This design comes from an exercise in tuning for small area, a short achievable clock period and few clock cycles per item on the open sky130 flow, not from production work. No functional check of the RTL was part of any run shown here.

File: flow/design.v
module mdu_alu #(
    parameter int XLEN    = 32,
    parameter int SHAMT_W = $clog2(XLEN)
) (
    input  logic            clk,
    input  logic            rst,
    input  logic            in_valid,
    output logic            in_ready,
    input  logic [4:0]      in_op,
    input  logic [XLEN-1:0] in_a,
    input  logic [XLEN-1:0] in_b,
    input  logic            kill,
    output logic            out_valid,
    input  logic            out_ready,
    output logic [XLEN-1:0] out_result,
    output logic            out_illegal
);
    localparam logic [1:0] C_ALU = 2'd0;
    localparam logic [1:0] C_MUL = 2'd1;
    localparam logic [1:0] C_DIV = 2'd2;
    localparam logic [1:0] C_ILL = 2'd3;
    function automatic logic [5:0] len32(input logic [31:0] v);
        len32 = '0;
        for (int i = 0; i < 32; i++) if (v[i]) len32 = 6'(i + 1);
    endfunction
    function automatic logic [2:0] nchunk(input logic [32:0] v);
        if (&v[32:7] || ~|v[32:7])        nchunk = 3'd0;
        else if (&v[32:15] || ~|v[32:15]) nchunk = 3'd1;
        else if (&v[32:23] || ~|v[32:23]) nchunk = 3'd2;
        else if (&v[32:31] || ~|v[32:31]) nchunk = 3'd3;
        else                              nchunk = 3'd4;
    endfunction
    function automatic logic [127:0] csa(input logic [63:0] a, input logic [63:0] b,
                                         input logic [63:0] c);
        csa = {a ^ b ^ c, ((a & b) | (a & c) | (b & c)) << 1};
    endfunction
    logic        v_q;        
    logic        first_q;    
    logic [1:0]  cls_q;
    logic [3:0]  aop_q;
    logic        hi_q;       
    logic        drem_q;     
    logic        qneg_q;
    logic        rneg_q;
    logic [32:0] x_q;        
    logic [32:0] y_q;        
    logic [63:0] acc_q;      
    logic [4:0]  cnt_q;
    logic        ov_q;
    logic [31:0] or_q;
    logic        oneg_q;
    logic        oill_q;
    logic [1:0]  cls_in;
    logic        mul_sa, mul_sb, div_s, nega, negb, swap;
    logic [32:0] ea, eb, x_in, y_in;
    logic [2:0]  na, nb;
    always_comb begin
        if (in_op[4] == 1'b0)   cls_in = (in_op[3:1] == 3'b111) ? C_ILL : C_ALU;
        else if (in_op[3])      cls_in = C_ILL;
        else                    cls_in = in_op[2] ? C_DIV : C_MUL;
        mul_sa = (in_op[1:0] != 2'd3);
        mul_sb = (in_op[1:0] == 2'd0) || (in_op[1:0] == 2'd1);
        div_s  = !in_op[0];
        nega   = (cls_in == C_DIV) && div_s && in_a[31];
        negb   = (cls_in == C_DIV) && div_s && in_b[31];
        ea     = {(cls_in == C_MUL) && mul_sa && in_a[31], nega ? -in_a : in_a};
        eb     = {(cls_in == C_MUL) && mul_sb && in_b[31], negb ? -in_b : in_b};
        na     = nchunk(ea);
        nb     = nchunk(eb);
        swap   = (cls_in == C_MUL) && (nb < na);
        x_in   = swap ? eb : ea;
        y_in   = swap ? ea : eb;
    end
    logic        inv;
    logic [33:0] sum1;
    assign inv  = (cls_q == C_DIV) || (aop_q != 4'd0);
    assign sum1 = {1'b0, x_q} + {1'b0, y_q ^ {33{inv}}} + 34'(inv);
    logic        sh_left;
    logic [32:0] sh_in, sh_rin, sh_rout, sh_out;
    logic [4:0]  sh_amt;
    logic [5:0]  la, lb;
    logic [6:0]  dlen;
    logic [4:0]  dsh_amt;
    always_comb begin
        la      = len32(x_q[31:0]);
        lb      = len32(y_q[31:0]);
        dlen    = {1'b0, la} - {1'b0, lb};
        dsh_amt = dlen[4:0] | 5'd1;
    end
    always_comb begin
        if (cls_q == C_DIV) begin
            sh_left = 1'b1;
            sh_in   = {1'b0, y_q[31:0]};
            sh_amt  = dsh_amt;
        end else begin
            sh_left = (aop_q == 4'd2);
            sh_in   = {(aop_q == 4'd7) & x_q[31], x_q[31:0]};
            sh_amt  = y_q[4:0];
        end
        for (int i = 0; i < 33; i++) sh_rin[i] = sh_left ? sh_in[32 - i] : sh_in[i];
        sh_rout = 33'($signed({!sh_left && sh_in[32], sh_rin}) >>> sh_amt);
        for (int i = 0; i < 33; i++) sh_out[i] = sh_left ? sh_rout[32 - i] : sh_rout[i];
    end
    logic [31:0] alu_res;
    logic        ltu, lts, eq;
    always_comb begin
        ltu = !sum1[33];
        lts = (x_q[31] != y_q[31]) ? x_q[31] : ltu;
        eq  = (x_q[31:0] == y_q[31:0]);
        case (aop_q)
            4'd0, 4'd1:      alu_res = sum1[31:0];
            4'd2, 4'd6, 4'd7: alu_res = sh_out[31:0];
            4'd3:            alu_res = {31'd0, lts};
            4'd4:            alu_res = {31'd0, ltu};
            4'd5:            alu_res = x_q[31:0] ^ y_q[31:0];
            4'd8:            alu_res = x_q[31:0] | y_q[31:0];
            4'd9:            alu_res = x_q[31:0] & y_q[31:0];
            4'd10:           alu_res = {31'd0, eq};
            4'd11:           alu_res = {31'd0, !eq};
            4'd12:           alu_res = {31'd0, !lts};
            default:         alu_res = {31'd0, !ltu};
        endcase
    end
    logic [63:0] acc_n;
    always_comb begin
        logic [40:0]  xe;
        logic [8:0]   ch;
        logic [2:0]   g;
        logic [33:0]  w;
        logic         ng;
        logic [63:0]  pp [4];
        logic [63:0]  aop;
        logic [6:0]   nbits;
        logic [127:0] t1, t2, t3, t4;
        xe    = {{7{x_q[32]}}, x_q, 1'b0};
        ch    = xe[8*cnt_q[2:0] +: 9];
        nbits = '0;
        for (int j = 0; j < 4; j++) begin
            g  = ch[2*j +: 3];
            ng = g[2] && !(g[1] && g[0]);
            case (g)
                3'b001, 3'b010, 3'b101, 3'b110: w = {y_q[32], y_q};
                3'b011, 3'b100:                 w = {y_q, 1'b0};
                default:                        w = '0;
            endcase
            w     = w ^ {34{ng}};
            pp[j] = 64'({~w[33], w[32:0]}) << (2 * j);
            nbits[2*j] = ng;
        end
        aop = (first_q ? 64'd0 : (acc_q << 8)) | 64'(nbits);
        t1  = csa(pp[0], pp[1], pp[2]);
        t2  = csa(pp[3], aop, -(64'd85 << 33));
        t3  = csa(t1[127:64], t1[63:0], t2[127:64]);
        t4  = csa(t3[127:64], t3[63:0], t2[63:0]);
        acc_n = t4[127:64] + t4[63:0];
    end
    logic        f1, f2;
    logic [32:0] rem1, rem2;
    logic [33:0] sub2;
    always_comb begin
        f1   = sum1[33];
        rem1 = f1 ? sum1[32:0] : x_q;
        sub2 = {1'b0, rem1} + {1'b0, ~{1'b0, y_q[32:1]}} + 34'd1;
        f2   = sub2[33];
        rem2 = f2 ? sub2[32:0] : rem1;
    end
    logic        done;
    logic [31:0] res;
    logic        res_neg, res_ill;
    logic        out_free, accept;
    logic [31:0] quo_n;
    always_comb begin
        quo_n   = {acc_q[29:0], f1, f2};
        done    = 1'b1;
        res     = alu_res;
        res_neg = 1'b0;
        res_ill = 1'b0;
        case (cls_q)
            C_ALU: ;
            C_ILL: begin
                res     = '0;
                res_ill = 1'b1;
            end
            C_MUL: begin
                done = (cnt_q[2:0] == 3'd0);
                res  = hi_q ? acc_n[63:32] : acc_n[31:0];
            end
            default: begin
                if (first_q) begin
                    done = (lb == 6'd0) || dlen[6];
                    if (drem_q) begin
                        res     = x_q[31:0];
                        res_neg = rneg_q;
                    end else begin
                        res     = (lb == 6'd0) ? '1 : '0;
                    end
                end else begin
                    done = (cnt_q == 5'd0);
                    if (drem_q) begin
                        res     = rem2[31:0];
                        res_neg = rneg_q;
                    end else begin
                        res     = quo_n;
                        res_neg = qneg_q;
                    end
                end
            end
        endcase
    end
    assign out_free = !ov_q || out_ready;
    assign in_ready = !kill && (!v_q || (done && out_free));
    assign accept   = in_valid && in_ready;
    always_ff @(posedge clk or posedge rst) begin
        if (rst) begin
            v_q  <= 1'b0;
            ov_q <= 1'b0;
        end else if (kill) begin
            v_q  <= 1'b0;
            ov_q <= 1'b0;
        end else begin
            if (accept)                       v_q <= 1'b1;
            else if (v_q && done && out_free) v_q <= 1'b0;
            if (v_q && done && out_free)      ov_q <= 1'b1;
            else if (out_ready)               ov_q <= 1'b0;
        end
    end
    always_ff @(posedge clk) begin
        if (accept) begin
            first_q <= 1'b1;
            cls_q   <= cls_in;
            aop_q   <= in_op[3:0];
            hi_q    <= (in_op[1:0] != 2'd0);
            drem_q  <= in_op[1];
            qneg_q  <= div_s && (in_a[31] ^ in_b[31]);
            rneg_q  <= div_s && in_a[31];
            x_q     <= x_in;
            y_q     <= y_in;
            cnt_q   <= {2'd0, swap ? nb : na};
        end else if (v_q && !done) begin
            first_q <= 1'b0;
            if (cls_q == C_MUL) begin
                acc_q <= acc_n;
                cnt_q <= cnt_q - 5'd1;
            end else if (first_q) begin
                y_q   <= sh_out;
                cnt_q <= dlen[5:1];
                acc_q <= '0;
            end else begin
                x_q   <= rem2;
                y_q   <= {2'b00, y_q[32:2]};
                acc_q <= {32'd0, quo_n};
                cnt_q <= cnt_q - 5'd1;
            end
        end
        if (v_q && done && out_free) begin
            or_q   <= res;
            oneg_q <= res_neg;
            oill_q <= res_ill;
        end
    end
    assign out_valid   = ov_q;
    assign out_result  = oneg_q ? -or_q : or_q;
    assign out_illegal = oill_q;
endmodule
File: flow/run.sh
#!/bin/bash
# synth_recipe.tcl (not shown) runs the flow's synth.tcl, then flattens the netlist and writes it again
# the make line also repeats each setting of config.mk as NAME=value (left out here)
make -C /OpenROAD-flow-scripts/flow DESIGN_CONFIG=/design/flow/config.mk WORK_HOME=/design/flow/orfs CLKGATE_MAP_FILE= SYNTH_SCRIPT=/design/flow/synth_recipe.tcl finish
File: flow/config.mk
export PLATFORM = sky130hd
export DESIGN_NAME = mdu_alu
export DESIGN_NICKNAME = mdu_alu
export VERILOG_FILES = /design/flow/design.v
export SDC_FILE = /design/flow/constraint.sdc
export NUM_CORES = 4
export LEC_CHECK = 0
export ABC_CLOCK_PERIOD_IN_PS = 5000
export CAP_MARGIN = 20
export CORE_MARGIN = 2
export CORE_UTILIZATION = 40
export SETUP_SLACK_MARGIN = 5
export SLEW_MARGIN = 20
File: flow/constraint.sdc
create_clock -name core_clock -period 11.0 [get_ports {clk}]
set_input_delay 2.2000 -clock core_clock [delete_from_list [all_inputs] [get_ports {clk}]]
set_output_delay 2.2000 -clock core_clock [all_outputs]
set_load 0.01 [all_outputs]
==> metrics.csv, run 1 <==
stage,metric,value,unit
logic_synthesis,synth_edf_count,168,
logic_synthesis,yosysWarnings,2,
route,wl_per_cell,33.4,um
final_layout,final_util,0.555,
final_layout,finalNonFillerCells,5646,
critical_path,slowest_delay,520,ps
timing,setup_violations,0,
final_layout,syn_to_final_growth,37.4,%
route,drt_iter0_drc,5942,
critical_path,critPathSlowestCell,mux4_2,
global_routing,grt_pass1_vias,34900,
placed_design,place_inst,5158,
logic_synthesis,yosysSeqAreaShare,0.156,
floorplanning,ios,109,
critical_path,start_kind,flop,
critical_path,critPathKind,flop to flop,
timing,worstMarginPinSlew,1330,ps
critical_path,crit_required,11260,ps
timing,fin_ws,3440,ps
clocking,clock_latency,540,ps
clocking,cts_root_buffer,clkbuf_16,
timing,finalCriticalPeriod,7560,ps
logic_synthesis,ys_async_sr_fraction,0.0116,
floorplanning,num_rows,105,
placed_design,dp_hpwl,130000,um
route,routed_wl,188000,um
route,vias_per_cell,6.78,
timing,slew_viol_final,0,
placed_design,placed_cell_area,36000,um^2
critical_path,path_common_cell,a211o_1,
logic_synthesis,yosysUniqueCellTypes,100,
placed_design,dp_slack,2220,ps
logic_synthesis,netlist_instances,4164,
clocking,clk_pin_slew_worst_paths,90,ps
logic_synthesis,synth_top_flop_cell,edfxtp_1,
global_routing,grt_max_degree,58,
logic_synthesis,ys_ff_latch,173,
flow_run,maxCapViolCount,0,
final_layout,final_cell_area,45500,um^2
global_routing,grt.overflow.total,0,
timing,rsz0062_at_grt,yes,
clocking,cts_tree,yes,
critical_path,crit_arrival,7820,ps
clocking,cts_buffer_depth,2,
route,drtPass1Iterations,7,
clocking,htreeDepth,4,
critical_path,end_kind,flop,
critical_path,r2r_cells,26,
timing,fin_tns_setup,0,ps
clocking,ctsHoldBuffers,0,
floorplanning,die_x,292,um
route,via_count,38300,
final_layout,final_layout_size_suffix_gt1_frac,0.311,
timing,finalClockSkew,37.2,ps
hold_path,worstHoldPathCells,2,
critical_path,path_max_fanout,9,
timing,post-route-period-util,0.687,
run_status,outcome,no timing/DRC/antenna violations,
critical_path,r2r_slack,3440,ps
final_layout,nNetsFinal,5020,
floorplanning,die_h,292,um
placed_design,port_buffers,108,
placed_design,gp_congestion,1.10,
final_layout,nFillCells,7422,
logic_synthesis,syn_area,33100,um^2
floorplanning,die_area,85100,um^2
floorplanning,initial_core_util,0.404,
route,ant_nets,0,
floorplanning,core,82000,um^2
logic_synthesis,synth.avg_cell_area,7.95,um^2
clocking,clock_sinks,173,
clocking,cts_buffers,17,
timing,slew_headroom,0.111,
global_routing,antenna_found_initial,8,
timing,fmax,0.132,GHz
timing,finalHoldViolCount,0,
logic_synthesis,syn_nets,4623,
global_routing,grt_pass1_wl,256000,um
global_routing,track_usage,0.415,
hold_path,hold_path_class,flop to flop,
route,drc,0,
## layout make-up
cell class                      count  area, um^2  area share
Antenna cell                        2        5.00    0.000110
Clock buffer                       17         425     0.00936
Clock inverter                     15         150     0.00330
Inverter                          354        1400      0.0308
Multi-Input combinational cell   3371       30800       0.676
Sequential cell                   173        5160       0.113
Tap cell                         1070        1340      0.0294
Timing Repair Buffer              644        6230       0.137
## through the flow
step           hold slack (ps)
2_1_floorplan              449
3_3_place_gp               489
3_5_place_dp               502
4_1_cts                    513
5_1_grt                    537
6_report                   530
## cell families (layout without fill, tap and decap cells)
family                   after synthesis  count (layout)  share of synthesized area
AO/OA/AOI/OAI                       1288            1293                      0.257
AND/OR/NAND/NOR                     1052            1056                      0.157
buffers and inverters                638            1030                     0.0749
adder cells (fa/ha/maj)              385             385                      0.167
XOR/XNOR                             374             374                     0.0989
multiplexers                         254             263                     0.0891
flip-flops                           173             173                      0.156
other                                  0               2                          0
## metal layers
metal,up-vias,global-route usage,share of wire
met5,-,0,0.000096
met4,4,0.309,0.095
met3,824,0.131,0.13
met2,2943,0.619,0.42
met1,18400,0.502,0.35
li1,16100,-,-
## cell usage after synthesis, drive strengths merged (37+ instances only)
cell      n  area, um^2
nand2   294        1100
xor2     79         692
nor2    275        1030
nor4     45         300
a22oi   171        1280
mux2     83         950
edfxtp  168        5040
a31oi    46         288
inv     351        1320
a21o     80         601
xnor2   295        2580
o21ai   270        1350
clkbuf  233         875
a21oi   307        1540
nor3     66         342
nor2b    46         288
ha      289        3620
mux2i   148        1480
fa       96        1920
nand3    75         375
nand4    39         244
o31ai    37         278
a211oi   42         330
buf      51         277
## layout by cell type (no fill, tap or decap), drive strengths merged, types with 40 or more instances in the layout
cell type,instances
buf,546
inv,350
a21oi,307
xnor2,295
nand2,294
ha,289
nor2,275
o21ai,270
a22oi,171
edfxtp,168
mux2i,148
fa,96
mux2,92
a21o,80
xor2,79
nand3,75
nor3,66
nor2b,46
a31oi,46
nor4,45
a211oi,42
clkdlybuf4s50,41
nand4,40
clkbuf,40
## flip-flops by register name, indices dropped and copies added (netlist names), 2 cells and up
signal	flops
acc_q	56
y_q	33
or_q	32
x_q	33
cnt_q	5
aop_q	4
cls_q	2
## worst paths after layout
| check | end | start |
|---|---|---|
| hold / removal | cnt_q[3] | cnt_q[3] |
| setup / recovery | or_q[30] | x_q[30] |
| hold reg to reg | cnt_q[3] | cnt_q[3] |
| setup reg to reg | or_q[30] | x_q[30] |
| min in group asynchronous | ov_q | rst |
| max in group asynchronous | v_q | rst |
## repair_timing
item / 4_1_cts / 5_1_grt
buffers inserted: 230 / 189
hold endpoints to repair: 0 / 0
pin swaps: 129 / 193
cloned: 18 / 14
endpoints found under the setup margin: 335 / 259
gates resized for setup: 603 / 586
## worst max-delay path, delay by kind of cell, from the launching register on
kind	cells	cell delay [ps]
DFF	1	350
adders and majority gates	5	2010
xor gates and xnor gates	1	180
muxes	2	880
AOI/OAI and AO/OA	9	2130
and+or+nand+nor	5	1090
buffers and inverters	4	650
==> run 2: changes to the inputs <==
--- a/flow/design.v
+++ b/flow/design.v
@@ -48,2 +48,3 @@
     logic [4:0]  cnt_q;
+    logic        inv_q;
     logic        ov_q;
@@ -53,3 +54,3 @@
     logic [1:0]  cls_in;
-    logic        mul_sa, mul_sb, div_s, nega, negb, swap;
+    logic        mul_sa, mul_sb, div_s, nega, negb, swap, inv_in;
     logic [32:0] ea, eb, x_in, y_in;
@@ -72,8 +73,11 @@
         y_in   = swap ? ea : eb;
-    end
-    logic        inv;
+        inv_in = (cls_in == C_DIV) ||
+                 ((cls_in == C_ALU) && (in_op[3:0] == 4'd1 || in_op[3:0] == 4'd3 || in_op[3:0] == 4'd4 ||
+                                    in_op[3:0] == 4'd10 || in_op[3:0] == 4'd11 ||
+                                    in_op[3:0] == 4'd12 || in_op[3:0] == 4'd13));
+        if (inv_in) y_in = ~y_in;
+    end
     logic [33:0] sum1;
-    assign inv  = (cls_q == C_DIV) || (aop_q != 4'd0);
-    assign sum1 = {1'b0, x_q} + {1'b0, y_q ^ {33{inv}}} + 34'(inv);
-    logic        sh_left;
+    assign sum1 = {1'b0, x_q} + {1'b0, y_q} + 34'(inv_q);
+    logic        sh_left, sh_fill;
     logic [32:0] sh_in, sh_rin, sh_rout, sh_out;
@@ -85,3 +89,3 @@
         la      = len32(x_q[31:0]);
-        lb      = len32(y_q[31:0]);
+        lb      = len32(~y_q[31:0]);
         dlen    = {1'b0, la} - {1'b0, lb};
@@ -92,3 +96,4 @@
             sh_left = 1'b1;
-            sh_in   = {1'b0, y_q[31:0]};
+            sh_fill = 1'b1;
+            sh_in   = y_q;
             sh_amt  = dsh_amt;
@@ -97,2 +102,3 @@
             sh_in   = {(aop_q == 4'd7) & x_q[31], x_q[31:0]};
+            sh_fill = sh_left ? 1'b0 : sh_in[32];
             sh_amt  = y_q[4:0];
@@ -100,3 +106,3 @@
         for (int i = 0; i < 33; i++) sh_rin[i] = sh_left ? sh_in[32 - i] : sh_in[i];
-        sh_rout = 33'($signed({!sh_left && sh_in[32], sh_rin}) >>> sh_amt);
+        sh_rout = 33'($signed({sh_fill, sh_rin}) >>> sh_amt);
         for (int i = 0; i < 33; i++) sh_out[i] = sh_left ? sh_rout[32 - i] : sh_rout[i];
@@ -107,4 +113,4 @@
         ltu = !sum1[33];
-        lts = (x_q[31] != y_q[31]) ? x_q[31] : ltu;
-        eq  = (x_q[31:0] == y_q[31:0]);
+        lts = (x_q[31] == y_q[31]) ? x_q[31] : ltu;
+        eq  = &(x_q[31:0] ^ y_q[31:0]);
         case (aop_q)
@@ -162,3 +168,3 @@
         rem1 = f1 ? sum1[32:0] : x_q;
-        sub2 = {1'b0, rem1} + {1'b0, ~{1'b0, y_q[32:1]}} + 34'd1;
+        sub2 = {1'b0, rem1} + {2'b01, y_q[32:1]} + 34'd1;
         f2   = sub2[33];
@@ -238,2 +244,3 @@
             cnt_q   <= {2'd0, swap ? nb : na};
+            inv_q   <= inv_in;
         end else if (v_q && !done) begin
@@ -249,3 +256,3 @@
                 x_q   <= rem2;
-                y_q   <= {2'b00, y_q[32:2]};
+                y_q   <= {2'b11, y_q[32:2]};
                 acc_q <= {32'd0, quo_n};
--- a/flow/config.mk
+++ b/flow/config.mk
@@ -7,3 +7,2 @@
 export LEC_CHECK = 0
-export ABC_CLOCK_PERIOD_IN_PS = 5000
 export CAP_MARGIN = 20
==> run 2 against run 1 <==
Against the previous run:
- first-iteration DRC count shrank 9.6%
- setup slack gained 220 ps
- critical endpoint is now or_q[31]
- final area grew 2.1%
- synthesized area grew 0.93%
- via count grew 6.2%
==> metrics.csv, run 2 <==
stage,metric,value,unit
floorplanning,die_area,85900,um^2
route,wl_met3,28900,um
clocking,cts_buffer_depth,2,
timing,slew_viol_final,0,
critical_path,crit_required,11310,ps
floorplanning,ios,109,
critical_path,start_kind,flop,
floorplanning,num_rows,105,
logic_synthesis,synth_commonest_cells,"inv_1, a21oi_1, nand2_1",
floorplanning,die_x,293,um
timing,finalClockSkew,22.9,ps
logic_synthesis,syn_area,33400,um^2
timing,worstMarginPinSlew,1290,ps
final_layout,nNetsFinal,5119,
logic_synthesis,ys_ff_latch,174,
critical_path,crit_family,compound AO/OA/AOI/OAI gates,
critical_path,critPathKind,flop to flop,
placed_design,gp_congestion,1.15,
critical_path,critPathBufInv,5,
final_layout,largest_reg_flops,56,
critical_path,path_depth,27,
logic_synthesis,synth_top_flop_cell,edfxtp_1,
route,via_count,40700,
hold_path,hold_path_class,flop to flop,
clocking,htreeDepth,4,
logic_synthesis,ys_async_sr_fraction,0.0115,
global_routing,antenna_found_initial,17,
critical_path,r2r-end,or_q[31],
logic_synthesis,synth_edf_count,169,
hold_path,worstHoldPathCells,2,
route,wl_per_cell,36.3,um
final_layout,largest-register,acc_q,
floorplanning,initial_core_util,0.406,
timing,fin_tns_setup,0,ps
logic_synthesis,syn_nets,4705,
logic_synthesis,synth_top_area_frac,0.152,
critical_path,r2r_slack,3670,ps
global_routing,track_usage,0.466,
route,drt_iter0_drc,5369,
placed_design,place_inst,5252,
global_routing,grt_pass1_vias,37000,
logic_synthesis,netlist_instances,4277,
global_routing,grt_max_degree,58,
route,vias_per_cell,7.02,
logic_synthesis,yosysMostFrequentCell,inv_1,
critical_path,r2r-start,x_q[26],
hold_path,hold-path-endpoint,cnt_q[3],
logic_synthesis,yosysSeqAreaShare,0.155,
route,drtPass1Iterations,9,
route,ant_nets,0,
route,drc,0,
critical_path,r2r_cells,27,
critical_path,path_common_cell,fa_1,
floorplanning,core,82400,um^2
placed_design,port_buffers,108,
critical_path,crit_arrival,7640,ps
clocking,clk_pin_slew_worst_paths,100,ps
final_layout,reg_top3,"acc_q x56, x_q x33, y_q x33",
hold_path,hp-start,cnt_q[3],
global_routing,grt_pass1_wl,283000,um
final_layout,multi_input_area,31100,um^2
timing,finalCriticalPeriod,7330,ps
timing,finalHoldViolCount,0,
route,met2_length,86700,um
final_layout,syn_to_final_growth,39.0,%
placed_design,dp_hpwl,143000,um
logic_synthesis,yosysWarnings,2,
clocking,clock_latency,530,ps
clocking,cts_tree,yes,
final_layout,nFillCells,7305,
final_layout,final_layout_size_suffix_gt1_frac,0.319,
clocking,clock_sinks,174,
clocking,ctsHoldBuffers,0,
final_layout,ff_latch_area,5190,um^2
final_layout,finalNonFillerCells,5792,
clocking,cts_buffers,17,
final_layout,final_cell_mix,"buf_4, inv_1, nand2_1",
critical_path,critPathSlowestCell,mux4_2,
global_routing,grt.overflow.total,0,
final_layout,final_common_cell,buf_4,
logic_synthesis,synth_top_cell_by_area,edfxtp_1,
critical_path,end_kind,flop,
logic_synthesis,synth.area.top_cells,"edfxtp_1, ha_1, xnor2_1",
flow_run,maxCapViolCount,0,
timing,post-route-period-util,0.667,
floorplanning,die_h,293,um
timing,setup_violations,0,
clocking,cts_root_buffer,clkbuf_16,
route,topRoutingLayerUsed,met5,
logic_synthesis,yosysUniqueCellTypes,100,
logic_synthesis,synth.avg_cell_area,7.81,um^2
timing,fmax,0.136,GHz
timing,slew_headroom,0.134,
route,m1WireLength,70500,um
critical_path,slowest_delay,550,ps
route,routed_wl,210000,um
run_status,outcome,no timing/DRC/antenna violations,
critical_path,path_max_fanout,8,
timing,rsz0062_at_grt,yes,
run 2: cell families after synthesis:
group / after synthesis / synth area share
compound gates: 1398 / 0.280
simple gates: 1133 / 0.168
buf+inv: 682 / 0.0793
fa+ha+maj: 354 / 0.154
xor+xnor: 340 / 0.0891
mux: 196 / 0.0741
flops: 174 / 0.155
run 2: per-layer routing:
layer  up-vias  track usage
met5         -       0.0113
met3      1209        0.200
met4        14        0.401
li1      16600            -
met1     19400        0.517
met2      3450        0.683
run 2: how the worst max path moves through the flow:
stage	startpoint	end	slack, ps
after floorplan	x_q[27]	or_q[3]	4540
after global placement	in_a[0]	cnt_q[2]	2050
after detailed placement	in_a[0]	cnt_q[2]	2040
after CTS	x_q[14]	or_q[31]	3950
after global routing	x_q[26]	or_q[31]	3720
final	x_q[26]	or_q[31]	3670
run 2: timing repair:
item,CTS,global route
hold endpoints to repair,0,0
buffers inserted,284,177
pin swaps,193,215
setup endpoints to repair,276,195
cloned,21,8
gates resized for setup,728,493
run 2: through the flow:
stage | worst slack, ps | instance area (um^2) | util | hold WS (ps)
finish | 3670 | 46400 | 0.564 | 508
global route | 3720 | 46400 | 0.563 | 586
CTS | 3950 | 42600 | 0.517 | 505
detailed placement | 2040 | 36200 | 0.439 | 493
global placement | 2050 | 36200 | 0.439 | 477
floorplan | 4540 | 34300 | - | 449
run 2: final cells by class:
type / instances / share of cell area
Multi-Input combinational cell: 3444 / 0.670
Timing Repair Buffer: 711 / 0.146
Sequential cell: 174 / 0.112
Inverter: 343 / 0.0295
Tap cell: 1070 / 0.0288
Clock buffer: 17 / 0.00916
Clock inverter: 15 / 0.00356
Antenna cell: 18 / 0.000970
run 2: tightest hold or removal path: stages (launching register included):
cell and delay (ps):
dfxtp_1 320, o21ai_0 60, o21ai_0 80
==> run 3: changes to the inputs <==
--- a/flow/config.mk
+++ b/flow/config.mk
@@ -10,3 +10,2 @@
 export CORE_UTILIZATION = 40
-export SETUP_SLACK_MARGIN = 5
 export SLEW_MARGIN = 20
==> run 3 against run 2 <==
Against the previous run:
- critical path depth decreased by 3
- non-clock buffer count decreased by 460
- sequential cell count unchanged
- hold slack got worse by 14 ps
- setup slack got worse by 1800 ps
- critical path type unchanged
==> metrics.csv, run 3 <==
stage,metric,value,unit
timing,fin_tns_setup,0,ps
final_layout,largest_reg_flops,56,
placed_design,dp_hpwl,144000,um
floorplanning,die_area,85900,um^2
critical_path,r2r-start,x_q[3],
route,vias_per_cell,6.83,
critical_path,r2r_slack,1890,ps
clocking,cts_setup_buffers,0,
clocking,cts_buffer_depth,2,
hold_path,worstHoldPathCells,2,
clocking,htreeDepth,4,
global_routing,antenna_found_initial,18,
final_layout,final_layout_size_suffix_gt1_frac,0.0782,
final_layout,reg_top3,"acc_q x56, x_q x33, y_q x33",
global_routing,track_usage,0.420,
critical_path,start_kind,flop,
logic_synthesis,synth.area.top_cells,"edfxtp_1, ha_1, xnor2_1",
clocking,cts_tree,yes,
timing,slew_viol_final,0,
timing,setup_violations,0,
logic_synthesis,syn_nets,4705,
logic_synthesis,synth_top_cell_by_area,edfxtp_1,
timing,fmax,0.110,GHz
placed_design,gp_congestion,1.09,
critical_path,r2r-end,or_q[10],
floorplanning,core,82400,um^2
floorplanning,initial_core_util,0.406,
clocking,cts_buffers,17,
logic_synthesis,yosysUniqueCellTypes,100,
logic_synthesis,ys_ff_latch,174,
timing,finalClockSkew,23.7,ps
route,drc,0,
clocking,ctsHoldBuffers,0,
logic_synthesis,synth_top_flop_cell,edfxtp_1,
logic_synthesis,ys_async_sr_fraction,0.0115,
logic_synthesis,syn_area,33400,um^2
global_routing,grt_pass1_vias,33400,
critical_path,path_cells,inv_1 > ha_1 > nand3_1 > a21oi_1 > nand3b_1 > a41oi_1 > o211a_1 > o211a_1 > o21ai_2 > buf_4 > o21ai_0 > ha_1 > o21a_1 > o2111ai_1 > a21o_1 > a211o_1 > a21oi_1 > nor3_1 > o21bai_1 > and3_1 > nor2_1 > buf_4 > a211oi_1 > o21ai_0,
hold_path,hp-start,cnt_q[3],
critical_path,critPathSlowestCell,edfxtp_1,
final_layout,largest-register,acc_q,
critical_path,crit_required,11200,ps
timing,slew_headroom,0.190,
timing,finalHoldViolCount,0,
floorplanning,ios,109,
hold_path,hold-path-endpoint,cnt_q[3],
final_layout,nFillCells,8403,
critical_path,slowest_delay,810,ps
clocking,clock_sinks,174,
logic_synthesis,synth_top_area_frac,0.152,
timing,worstMarginPinSlew,1210,ps
flow_run,maxCapViolCount,0,
clocking,post_cts_resized,0,
final_layout,final_cell_mix,"inv_1, a21oi_1, nand2_1",
critical_path,end_kind,flop,
route,drt_iter0_drc,4757,
final_layout,nNetsFinal,4636,
critical_path,crit_arrival,9310,ps
clocking,cts_root_buffer,clkbuf_16,
logic_synthesis,synth_edf_count,169,
route,drtPass1Iterations,9,
global_routing,grt_pass1_wl,256000,um
route,routed_wl,185000,um
floorplanning,die_h,293,um
final_layout,final_common_cell,inv_1,
critical_path,r2r_cells,24,
critical_path,critPathKind,flop to flop,
route,via_count,36200,
global_routing,grt_max_degree,64,
global_routing,grt.overflow.total,0,
hold_path,hold_path_class,flop to flop,
floorplanning,num_rows,105,
logic_synthesis,synth.avg_cell_area,7.81,um^2
placed_design,port_buffers,108,
timing,whs,493,ps
logic_synthesis,yosysSeqAreaShare,0.155,
route,ant_nets,0,
logic_synthesis,synth_commonest_cells,"inv_1, a21oi_1, nand2_1",
timing,post-route-period-util,0.828,
logic_synthesis,yosysWarnings,2,
route,wl_per_cell,34.8,um
clocking,clock_latency,550,ps
logic_synthesis,yosysMostFrequentCell,inv_1,
final_layout,syn_to_final_growth,8.72,%
logic_synthesis,netlist_instances,4277,
timing,rsz0062_at_grt,no,
critical_path,path_max_fanout,24,
floorplanning,die_x,293,um
run_status,outcome,no timing/DRC/antenna violations,
clocking,clk_pin_slew_worst_paths,80,ps
timing,finalCriticalPeriod,9110,ps
[run 3: cell counts after synthesis]
Identical to the previous run, type by type.
[run 3: area by class of cell]
class | instances | area, um^2 | share of cell area
Sequential cell | 174 | 5190 | 0.143
Antenna cell | 14 | 35.0 | 0.000964
Multi-Input combinational cell | 3421 | 25700 | 0.708
Clock buffer | 17 | 425 | 0.0117
Tap cell | 1070 | 1340 | 0.0369
Clock inverter | 14 | 179 | 0.00493
Timing Repair Buffer | 251 | 2150 | 0.0593
Inverter | 343 | 1290 | 0.0355
[run 3: worst max path at each step]
stage                   from  endpoint  depth (start not counted)
global route        cnt_q[0]  or_q[21]                         28
global placement    cnt_q[0]  or_q[19]                         27
finish                x_q[3]  or_q[10]                         24
detailed placement  cnt_q[0]  or_q[19]                         27
floorplan           cnt_q[0]  or_q[29]                         28
CTS                 cnt_q[0]  or_q[19]                         27
[run 3: logic make-up (layout without fill, tap and decap cells)]
kind of cell	after synthesis	count (layout)	share of synthesized area
buffers and inverters	682	625	0.0793
AOI/OAI and AO/OA	1398	1398	0.280
and+or+nand+nor	1133	1133	0.168
DFF	174	174	0.155
other	0	14	0
xor gates and xnor gates	340	340	0.0891
adders and majority gates	354	354	0.154
muxes	196	196	0.0741
[run 3: through the flow]
step           area [um^2]  std cells  worst slack [ps]   util
6_report             36300       5304              1890  0.441
5_1_grt              36300       5292              1620  0.441
4_1_cts              36300       5290              2170  0.440
3_5_place_dp         35700       5259              2220  0.433
3_3_place_gp         35700       5259              2290  0.433
2_1_floorplan        33400       4277              3330      -
[run 3: critical path, delay by kind of cell (launching register included)]
| kind | cells | cell delay (ps) |
|---|---|---|
| buffers and inverters | 3 | 950 |
| and+or+nand+nor | 5 | 1290 |
| DFF | 1 | 810 |
| AOI/OAI and AO/OA | 14 | 4730 |
| adders and majority gates | 2 | 960 |
[run 3: metal layers]
layer	GRT usage	wire length (um)	up-vias	part of all wire
li1	-	-	15600	-
met1	0.495	68200	17500	0.37
met2	0.630	78600	2421	0.43
met3	0.121	19700	638	0.11
met4	0.347	18100	10	0.098
met5	0.0136	148	-	0.00080

port drivers added, routing unchanged:
Ports are ideal in the flow. The routed layouts listed here were re-timed in OpenROAD. Step 1 sets driving cells, clkbuf_16 on the clock port and buf_2 on the other inputs (assumed; they add their load-dependent delay and slew). Step 2 times the ports against the registers' clock, not the clock port: input delays grow and output delays shrink by t, the midpoint of the rising clock arrivals with the driver on. a / b / c = no drivers / after step 1 / after step 2; a / b = the first two.
run	t, ns	slack for setup (ns)	hold WS [ns]	clock arrival spread, ns	slew at the worst register clock pin (ns)
run 1	0.595	3.442 / 3.442 / 3.442	0.530 / 0.530 / 0.530	0.037 / 0.037	0.11 / 0.11
run 2	0.585	3.665 / 3.665 / 3.665	0.508 / 0.508 / 0.508	0.023 / 0.023	0.10 / 0.10
run 3	0.601	1.894 / 1.894 / 1.894	0.493 / 0.493 / 0.493	0.024 / 0.024	0.10 / 0.10
After both steps setup and hold are still met in every run listed.
